Context: an optimization exercise on an open-source flow, tuned for small area, a short achievable clock period and few clock cycles per item. The choices shown serve that exercise and are no tape-out recipe.
RTL that was checked went through simulation tests only; none was proved equivalent to the original.

==> v29 <==
## seq_mac_unit
module seq_mac_unit (
    input  logic        clk_i,
    input  logic        rst_i,
    input  logic        MUL_Start_STRB_i,
    input  logic [81:0] a_i,
    input  logic [81:0] b_i,
    input  logic [81:0] acc_i,
    output logic        MUL_Done_STRB_o,
    output logic [81:0] out_o,
    output logic        busy_o
);
==> flow/config.mk <==
export PLATFORM = sky130hd
export DESIGN_NAME = seq_mac_unit
export DESIGN_NICKNAME = seq_mac_unit
export VERILOG_FILES = /design/flow/design.v
export SDC_FILE = /design/flow/constraint.sdc
export NUM_CORES = 4
export LEC_CHECK = 0
export CAP_MARGIN = 20
export CORE_MARGIN = 2
export CORE_UTILIZATION = 50
export SETUP_SLACK_MARGIN = 4.5
export SLEW_MARGIN = 20
export SYNTH_HIERARCHICAL = 1
==> flow/constraint.sdc <==
create_clock -name core_clock -period 8.0 [get_ports {clk_i}]
set_input_delay 1.6000 -clock core_clock [delete_from_list [all_inputs] [get_ports {clk_i}]]
set_output_delay 1.6000 -clock core_clock [all_outputs]
set_load 0.01 [all_outputs]
standard.sh (not shown) runs the stock make flow with config.mk's settings and CLKGATE_MAP_FILE= SYNTH_SCRIPT=/design/flow/synth_recipe.tcl, a recipe that flattens the netlist after the stock synthesis.
==> flow/flow/run.sh <==
#!/bin/bash
# Own flow: the standard layout (standard.sh, unchanged synthesis and
# steps), with one change: the port buffers that ORFS inserts before global
# placement are plain sky130_fd_sc_hd__buf_1 cells instead of the default
# choice. Every input and output port still gets its own buffer.
# The full make output goes to standard.log; ORFS's per-step logs stay
# under orfs/logs/.
set -euo pipefail
bash standard.sh "BUFFER_PORTS_ARGS=-buffer_cell sky130_fd_sc_hd__buf_1" finish > standard.log 2>&1
==> v23: changes against v29 <==
- SETUP_SLACK_MARGIN: 4.5 -> 4.2
==> summary of the runs <==
Of v29 and v23, v29 has the higher core utilization (gap 0.62 points). In critical path depth, v29 and v23 do not differ. Between v23 and v29, the lower clock skew is in v29 (gap 0.0013 ns). Die area is the same in v29 and v23. Against v23, the register-to-register slack of v29 is better by 0.07 ns. In flip-flop and latch count, v23 and v29 do not differ. Between v29 and v23, the lower global-route usage is in v23 (gap 0.34 points). In routed wire length, v23 and v29 hardly differ. Sequential share of layout area: v23 is higher than v29 (0.15 points). Of v23 and v29, v29 has the higher clock-buffer cell count (gap 3).
No run of this note included a check of the RTL's function; only the layout flow was run.

==> v10 <==
seq_mac_unit, a different RTL version from the one above (not shown whole).
==> flow/config.mk <==
export PLATFORM = sky130hd
export DESIGN_NAME = seq_mac_unit
export DESIGN_NICKNAME = seq_mac_unit
export VERILOG_FILES = /design/flow/design.v
export SDC_FILE = /design/flow/constraint.sdc
export NUM_CORES = 4
export LEC_CHECK = 0
export CAP_MARGIN = 20
export CORE_MARGIN = 2
export CORE_UTILIZATION = 50
export SETUP_SLACK_MARGIN = 4.35
export SLEW_MARGIN = 20
export SYNTH_HIERARCHICAL = 1
==> flow/constraint.sdc <==
create_clock -name core_clock -period 8.0 [get_ports {clk_i}]
set_input_delay 1.6000 -clock core_clock [delete_from_list [all_inputs] [get_ports {clk_i}]]
set_output_delay 1.6000 -clock core_clock [all_outputs]
set_load 0.01 [all_outputs]
Scripts as last shown in full above: flow/flow/run.sh
==> inputs of v36, as changes to v10 <==
--- a/flow/design.v
+++ b/flow/design.v
@@ -15,16 +15,15 @@
     logic [40:0]  A_q;
     logic [28:0] B_q;    
     logic [81:0]  P_q;
     logic [41:0] c_q;
     logic         rc_q;
     logic [K-1:0] RC_q;
-    logic         busy_q, done_q, fin_q;
+    logic         busy_q, done_q;
     logic [CNTW-1:0] cnt_q;
     logic [6:0] x1_q, x2_q, neg_q;
-    logic [6:0] x1b_q, x2b_q, negb_q;
     logic [6:0] x1_n, x2_n, neg_n;    
     logic [K:0] nb;
     logic [41:0] ax;
     assign ax = {A_q[40], A_q};
     logic [41:0] pp0;
     logic [41:0] pp1;
@@ -34,44 +33,37 @@
     logic [41:0] pp5;
     logic [41:0] pp6;
     assign nb = busy_q ? B_q[14:0] : {b_i[13:0], 1'b0};
     assign x1_n[0]  = nb[0] ^ nb[1];
     assign x2_n[0]  = (nb[2] & ~nb[1] & ~nb[0]) | (~nb[2] & nb[1] & nb[0]);
     assign neg_n[0] = nb[2];
-    assign pp0[20:0]  = (({21{x1_q[0]}} & ax[20:0]) | ({21{x2_q[0]}} & {ax[19:0], 1'b0})) ^ {21{neg_q[0]}};
-    assign pp0[41:21] = (({21{~x1b_q[0]}} & ax[41:21]) | ({21{~x2b_q[0]}} & ax[40:20])) ^ {21{~negb_q[0]}};
+    assign pp0      = (({42{x1_q[0]}} & ax) | ({42{x2_q[0]}} & {ax[40:0], 1'b0})) ^ {42{neg_q[0]}};
     assign x1_n[1]  = nb[2] ^ nb[3];
     assign x2_n[1]  = (nb[4] & ~nb[3] & ~nb[2]) | (~nb[4] & nb[3] & nb[2]);
     assign neg_n[1] = nb[4];
-    assign pp1[20:0]  = (({21{x1_q[1]}} & ax[20:0]) | ({21{x2_q[1]}} & {ax[19:0], 1'b0})) ^ {21{neg_q[1]}};
-    assign pp1[41:21] = (({21{~x1b_q[1]}} & ax[41:21]) | ({21{~x2b_q[1]}} & ax[40:20])) ^ {21{~negb_q[1]}};
+    assign pp1      = (({42{x1_q[1]}} & ax) | ({42{x2_q[1]}} & {ax[40:0], 1'b0})) ^ {42{neg_q[1]}};
     assign x1_n[2]  = nb[4] ^ nb[5];
     assign x2_n[2]  = (nb[6] & ~nb[5] & ~nb[4]) | (~nb[6] & nb[5] & nb[4]);
     assign neg_n[2] = nb[6];
-    assign pp2[20:0]  = (({21{x1_q[2]}} & ax[20:0]) | ({21{x2_q[2]}} & {ax[19:0], 1'b0})) ^ {21{neg_q[2]}};
-    assign pp2[41:21] = (({21{~x1b_q[2]}} & ax[41:21]) | ({21{~x2b_q[2]}} & ax[40:20])) ^ {21{~negb_q[2]}};
+    assign pp2      = (({42{x1_q[2]}} & ax) | ({42{x2_q[2]}} & {ax[40:0], 1'b0})) ^ {42{neg_q[2]}};
     assign x1_n[3]  = nb[6] ^ nb[7];
     assign x2_n[3]  = (nb[8] & ~nb[7] & ~nb[6]) | (~nb[8] & nb[7] & nb[6]);
     assign neg_n[3] = nb[8];
-    assign pp3[20:0]  = (({21{x1_q[3]}} & ax[20:0]) | ({21{x2_q[3]}} & {ax[19:0], 1'b0})) ^ {21{neg_q[3]}};
-    assign pp3[41:21] = (({21{~x1b_q[3]}} & ax[41:21]) | ({21{~x2b_q[3]}} & ax[40:20])) ^ {21{~negb_q[3]}};
+    assign pp3      = (({42{x1_q[3]}} & ax) | ({42{x2_q[3]}} & {ax[40:0], 1'b0})) ^ {42{neg_q[3]}};
     assign x1_n[4]  = nb[8] ^ nb[9];
     assign x2_n[4]  = (nb[10] & ~nb[9] & ~nb[8]) | (~nb[10] & nb[9] & nb[8]);
     assign neg_n[4] = nb[10];
-    assign pp4[20:0]  = (({21{x1_q[4]}} & ax[20:0]) | ({21{x2_q[4]}} & {ax[19:0], 1'b0})) ^ {21{neg_q[4]}};
-    assign pp4[41:21] = (({21{~x1b_q[4]}} & ax[41:21]) | ({21{~x2b_q[4]}} & ax[40:20])) ^ {21{~negb_q[4]}};
+    assign pp4      = (({42{x1_q[4]}} & ax) | ({42{x2_q[4]}} & {ax[40:0], 1'b0})) ^ {42{neg_q[4]}};
     assign x1_n[5]  = nb[10] ^ nb[11];
     assign x2_n[5]  = (nb[12] & ~nb[11] & ~nb[10]) | (~nb[12] & nb[11] & nb[10]);
     assign neg_n[5] = nb[12];
-    assign pp5[20:0]  = (({21{x1_q[5]}} & ax[20:0]) | ({21{x2_q[5]}} & {ax[19:0], 1'b0})) ^ {21{neg_q[5]}};
-    assign pp5[41:21] = (({21{~x1b_q[5]}} & ax[41:21]) | ({21{~x2b_q[5]}} & ax[40:20])) ^ {21{~negb_q[5]}};
+    assign pp5      = (({42{x1_q[5]}} & ax) | ({42{x2_q[5]}} & {ax[40:0], 1'b0})) ^ {42{neg_q[5]}};
     assign x1_n[6]  = nb[12] ^ nb[13];
     assign x2_n[6]  = (nb[14] & ~nb[13] & ~nb[12]) | (~nb[14] & nb[13] & nb[12]);
     assign neg_n[6] = nb[14];
-    assign pp6[20:0]  = (({21{x1_q[6]}} & ax[20:0]) | ({21{x2_q[6]}} & {ax[19:0], 1'b0})) ^ {21{neg_q[6]}};
-    assign pp6[41:21] = (({21{~x1b_q[6]}} & ax[41:21]) | ({21{~x2b_q[6]}} & ax[40:20])) ^ {21{~negb_q[6]}};
+    assign pp6      = (({42{x1_q[6]}} & ax) | ({42{x2_q[6]}} & {ax[40:0], 1'b0})) ^ {42{neg_q[6]}};
     logic fs0, fc0, fs1, fc1, fs2, fc2, fs3, fc3, fs4, fc4, fs5, fc5, fs6, fc6, fs7, fc7, fs8, fc8, fs9, fc9, fs10, fc10, fs11, fc11, fs12, fc12, fs13, fc13, fs14, fc14, fs15, fc15, fs16, fc16, fs17, fc17, fs18, fc18, fs19, fc19, fs20, fc20, fs21, fc21, fs22, fc22, fs23, fc23, fs24, fc24, fs25, fc25, fs26, fc26, fs27, fc27, fs28, fc28, fs29, fc29, fs30, fc30, fs31, fc31, fs32, fc32, fs33, fc33, fs34, fc34, fs35, fc35, fs36, fc36, fs37, fc37, fs38, fc38, fs39, fc39, fs40, fc40, fs41, fc41, fs42, fc42, fs43, fc43, fs44, fc44, fs45, fc45, fs46, fc46, fs47, fc47, fs48, fc48, fs49, fc49, fs50, fc50, fs51, fc51, fs52, fc52, fs53, fc53, fs54, fc54, fs55, fc55, fs56, fc56, fs57, fc57, fs58, fc58, fs59, fc59, fs60, fc60, fs61, fc61, fs62, fc62, fs63, fc63, fs64, fc64, fs65, fc65, fs66, fc66, fs67, fc67, fs68, fc68, fs69, fc69, fs70, fc70, fs71, fc71, fs72, fc72, fs73, fc73, fs74, fc74, fs75, fc75, fs76, fc76, fs77, fc77, fs78, fc78, fs79, fc79, fs80, fc80, fs81, fc81, fs82, fc82, fs83, fc83, fs84, fc84, fs85, fc85, fs86, fc86, fs87, fc87, fs88, fc88, fs89, fc89, fs90, fc90, fs91, fc91, fs92, fc92, fs93, fc93, fs94, fc94, fs95, fc95, fs96, fc96, fs97, fc97, fs98, fc98, fs99, fc99, fs100, fc100, fs101, fc101, fs102, fc102, fs103, fc103, fs104, fc104, fs105, fc105, fs106, fc106, fs107, fc107, fs108, fc108, fs109, fc109, fs110, fc110, fs111, fc111, fs112, fc112, fs113, fc113, fs114, fc114, fs115, fc115, fs116, fc116, fs117, fc117, fs118, fc118, fs119, fc119, fs120, fc120, fs121, fc121, fs122, fc122, fs123, fc123, fs124, fc124, fs125, fc125, fs126, fc126, fs127, fc127, fs128, fc128, fs129, fc129, fs130, fc130, fs131, fc131, fs132, fc132, fs133, fc133, fs134, fc134, fs135, fc135, fs136, fc136, fs137, fc137, fs138, fc138, fs139, fc139, fs140, fc140, fs141, fc141, fs142, fc142, fs143, fc143, fs144, fc144, fs145, fc145, fs146, fc146, fs147, fc147, fs148, fc148, fs149, fc149, fs150, fc150, fs151, fc151, fs152, fc152, fs153, fc153, fs154, fc154, fs155, fc155, fs156, fc156, fs157, fc157, fs158, fc158, fs159, fc159, fs160, fc160, fs161, fc161, fs162, fc162, fs163, fc163, fs164, fc164, fs165, fc165, fs166, fc166, fs167, fc167, fs168, fc168, fs169, fc169, fs170, fc170, fs171, fc171, fs172, fc172, fs173, fc173, fs174, fc174, fs175, fc175, fs176, fc176, fs177, fc177, fs178, fc178, fs179, fc179, fs180, fc180, fs181, fc181, fs182, fc182, fs183, fc183, fs184, fc184, fs185, fc185, fs186, fc186, fs187, fc187, fs188, fc188, fs189, fc189, fs190, fc190, fs191, fc191, fs192, fc192, fs193, fc193, fs194, fc194, fs195, fc195, fs196, fc196, fs197, fc197, fs198, fc198, fs199, fc199, fs200, fc200, fs201, fc201, fs202, fc202, fs203, fc203, fs204, fc204, fs205, fc205, fs206, fc206, fs207, fc207, fs208, fc208, fs209, fc209, fs210, fc210, fs211, fc211, fs212, fc212, fs213, fc213, fs214, fc214, fs215, fc215, fs216, fc216, fs217, fc217, fs218, fc218, fs219, fc219, fs220, fc220, fs221, fc221, fs222, fc222, fs223, fc223, fs224, fc224, fs225, fc225, fs226, fc226, fs227, fc227, fs228, fc228, fs229, fc229, fs230, fc230, fs231, fc231, fs232, fc232, fs233, fc233, fs234, fc234, fs235, fc235, fs236, fc236, fs237, fc237, fs238, fc238, fs239, fc239, fs240, fc240, fs241, fc241, fs242, fc242, fs243, fc243, fs244, fc244, fs245, fc245, fs246, fc246, fs247, fc247, fs248, fc248, fs249, fc249, fs250, fc250, fs251, fc251, fs252, fc252, fs253, fc253, fs254, fc254, fs255, fc255, fs256, fc256, fs257, fc257, fs258, fc258, fs259, fc259, fs260, fc260, fs261, fc261, fs262, fc262, fs263, fc263, fs264, fc264, fs265, fc265, fs266, fc266, fs267, fc267, fs268, fc268, fs269, fc269, fs270, fc270, fs271, fc271, fs272, fc272, fs273, fc273, fs274, fc274, fs275, fc275, fs276, fc276, fs277, fc277, fs278, fc278, fs279, fc279, fs280, fc280, fs281, fc281, fs282, fc282, fs283, fc283, fs284, fc284, fs285, fc285, fs286, fc286, fs287, fc287, fs288, fc288, fs289, fc289, fs290, fc290, fs291, fc291, fs292, fc292, fs293, fc293, fs294, fc294, fs295, fc295, fs296, fc296, fs297, fc297, fs298, fc298, fs299, fc299, fs300, fc300, fs301, fc301, fs302, fc302, fs303, fc303, fs304, fc304, fs305, fc305, fs306, fc306, fs307, fc307, fs308, fc308, fs309, fc309, fs310, fc310, fs311, fc311, fs312, fc312, fs313, fc313, fs314, fc314, fs315, fc315, fs316, fc316, fs317, fc317, fs318, fc318, fs319, fc319, fs320, fc320, fs321, fc321, fs322, fc322, fs323, fc323, fs324, fc324, fs325, fc325, fs326, fc326, fs327, fc327, fs328, fc328, fs329, fc329, fs330, fc330, fs331, fc331, fs332, fc332, fs333, fc333, fs334, fc334, fs335, fc335, fs336, fc336, fs337, fc337, fs338, fc338, fs339, fc339, fs340, fc340, fs341, fc341, fs342, fc342;
     csa_ha ufs0 (.a(P_q[12]), .b(c_q[12]), .s(fs0), .co(fc0));
     csa_ha ufs1 (.a(P_q[13]), .b(c_q[13]), .s(fs1), .co(fc1));
     csa_ha ufs2 (.a(P_q[14]), .b(c_q[14]), .s(fs2), .co(fc2));
     csa_ha ufs3 (.a(P_q[15]), .b(c_q[15]), .s(fs3), .co(fc3));
     csa_ha ufs4 (.a(P_q[16]), .b(c_q[16]), .s(fs4), .co(fc4));
@@ -428,39 +420,31 @@
             P_step[40] = last ? P_q[54] : cs_s[54];
     end
     always_ff @(posedge clk_i or posedge rst_i) begin
         if (rst_i) begin
             busy_q <= 1'b0;
             done_q <= 1'b0;
-            fin_q  <= 1'b0;
             cnt_q  <= '0;
         end else begin
-            done_q <= fin_q;
-            fin_q  <= busy_q & ~fin_q & last;
+            done_q <= busy_q & last;
             if (busy_q) begin
-                busy_q <= ~fin_q;
+                busy_q <= ~last;
                 cnt_q  <= cnt_q + CNTW'(1);
             end else begin
                 busy_q <= MUL_Start_STRB_i;
                 cnt_q  <= '0;
             end
         end
     end
     localparam logic [81:0] LATE = 82'b1111111111111100000000000000000000000000011111111111111111111111111111111111111111;
     localparam logic [81:0] OVLM = 82'b0000000000000000000000000000000000000000010000000000000000000000000000000000000000;
     logic [81:0] P_alt, P_d, P_late_sel;
     always_comb begin
-        P_alt = busy_q ? P_q : acc_i;
-        if (fin_q) begin
-            P_alt[39:0] = X[53:14];
-            P_alt[81:68] = X[13:0];
-        end else if (busy_q) begin
-            P_alt = P_step;
-            if (last) P_alt[40] = P_q[54];
-        end
-        P_late_sel = {82{busy_q & ~fin_q}} & LATE & ~({82{last}} & OVLM);
+        P_alt = busy_q ? P_step : acc_i;
+        if (busy_q & last) P_alt[40] = P_q[54];
+        P_late_sel = {82{busy_q}} & LATE & ~({82{last}} & OVLM);
         P_d = (P_late_sel & P_step) | (~P_late_sel & P_alt);
     end
     always_ff @(posedge clk_i) begin
         if (busy_q | MUL_Start_STRB_i) P_q <= P_d;
     end
     always_ff @(posedge clk_i) begin
@@ -469,30 +453,26 @@
             c_q  <= cs_c[55:K];
             rc_q <= rc_n;
             RC_q <= cs_c[13:0];
             x1_q <= x1_n;
             x2_q <= x2_n;
             neg_q <= neg_n;
-            x1b_q <= ~x1_n;
-            x2b_q <= ~x2_n;
-            negb_q <= ~neg_n;
         end else begin
             A_q  <= a_i[40:0];
             B_q  <= {b_i[40], b_i[40:13]};
-            c_q  <= 42'(1) << 41;
-            rc_q <= 1'b0;
-            RC_q <= '0;
+            if (MUL_Start_STRB_i) begin
+                c_q  <= 42'(1) << 41;
+                rc_q <= 1'b0;
+                RC_q <= '0;
+            end
             x1_q <= x1_n;
             x2_q <= x2_n;
             neg_q <= neg_n;
-            x1b_q <= ~x1_n;
-            x2b_q <= ~x2_n;
-            negb_q <= ~neg_n;
         end
     end
-    assign out_o = {P_q[39:0], P_q[81:40]};
+    assign out_o = {X[53:0], P_q[67:40]};
     assign MUL_Done_STRB_o = done_q;
     assign busy_o = busy_q;
 endmodule
 module csa_fa (input logic a, b, c, output logic s, co);
     assign s  = a ^ b ^ c;
     assign co = (a & b) | (a & c) | (b & c);
--- a/flow/config.mk
+++ b/flow/config.mk
@@ -5,9 +5,9 @@
 export SDC_FILE = /design/flow/constraint.sdc
 export NUM_CORES = 4
 export LEC_CHECK = 0
 export CAP_MARGIN = 20
 export CORE_MARGIN = 2
 export CORE_UTILIZATION = 50
-export SETUP_SLACK_MARGIN = 4.35
+export SETUP_SLACK_MARGIN = 4.1
 export SLEW_MARGIN = 20
 export SYNTH_HIERARCHICAL = 1
==> notes <==
- v10 went through all stages and came out clean. v36 finished with timing, DRC and antenna clean.
- Utilization: v36 is higher than v10 (0.18 points).
- In v10 the maximum frequency is higher than in v36, by about 50%.
- Between v36 and v10, the lower count of clock-buffer cells in the layout is in v36 (gap 9).
- Between v10 and v36, the lower via count is in v36 (gap about 6%, measured against v36).
- In worst hold slack, v36 and v10 hardly differ.
- Of v10 and v36, v36 has the higher clock skew (gap 0.0064 ns).
- In v36 the first-iteration DRC count is lower than in v10, by 12%.
- Global-route usage: v10 is lower than v36 (0.67 points).
Testbench counts of v10, summed over its fixed seeds: cycles 16,000, ops 3,200.
The RTL of v36 was laid out without a check of its function.

-- afterwards: timing with drivers on the ports --
How much do the figures lean on ideal ports? The routed layouts below were timed once more, with nothing changed but the port constraints. Step 1 assumes that a clkbuf_16 drives the clock port and a buf_2 every other input. Step 2 moves the port delays by t, midway between the first and last clock arrival at a register: inputs arrive t later, outputs are due t later. That takes back most of the time a late clock gives input paths. a / b / c = ideal / step 1 / step 2; a / b = the first two.
run	shift t [ns]	slack for setup (ns)	clock arrival spread, ns	worst register clock-pin slew, ns	worst slew at a driven data input, ns
v29	0.646	4.039 / 4.075 / 3.429	0.050 / 0.050	0.07 / 0.07	0.06
v23	0.662	4.048 / 4.086 / 3.424	0.052 / 0.052	0.08 / 0.08	0.07
v10	0.657	4.379 / 4.379 / 4.379	0.020 / 0.020	0.07 / 0.07	0.08
v36	0.641	2.668 / 2.609 / 3.250	0.026 / 0.026	0.06 / 0.06	0.07
After both steps setup and hold are still met in every run listed. For v23, which loses most, drivers alone change the setup slack by +0.038 ns; drivers and shift together by -0.624 ns.
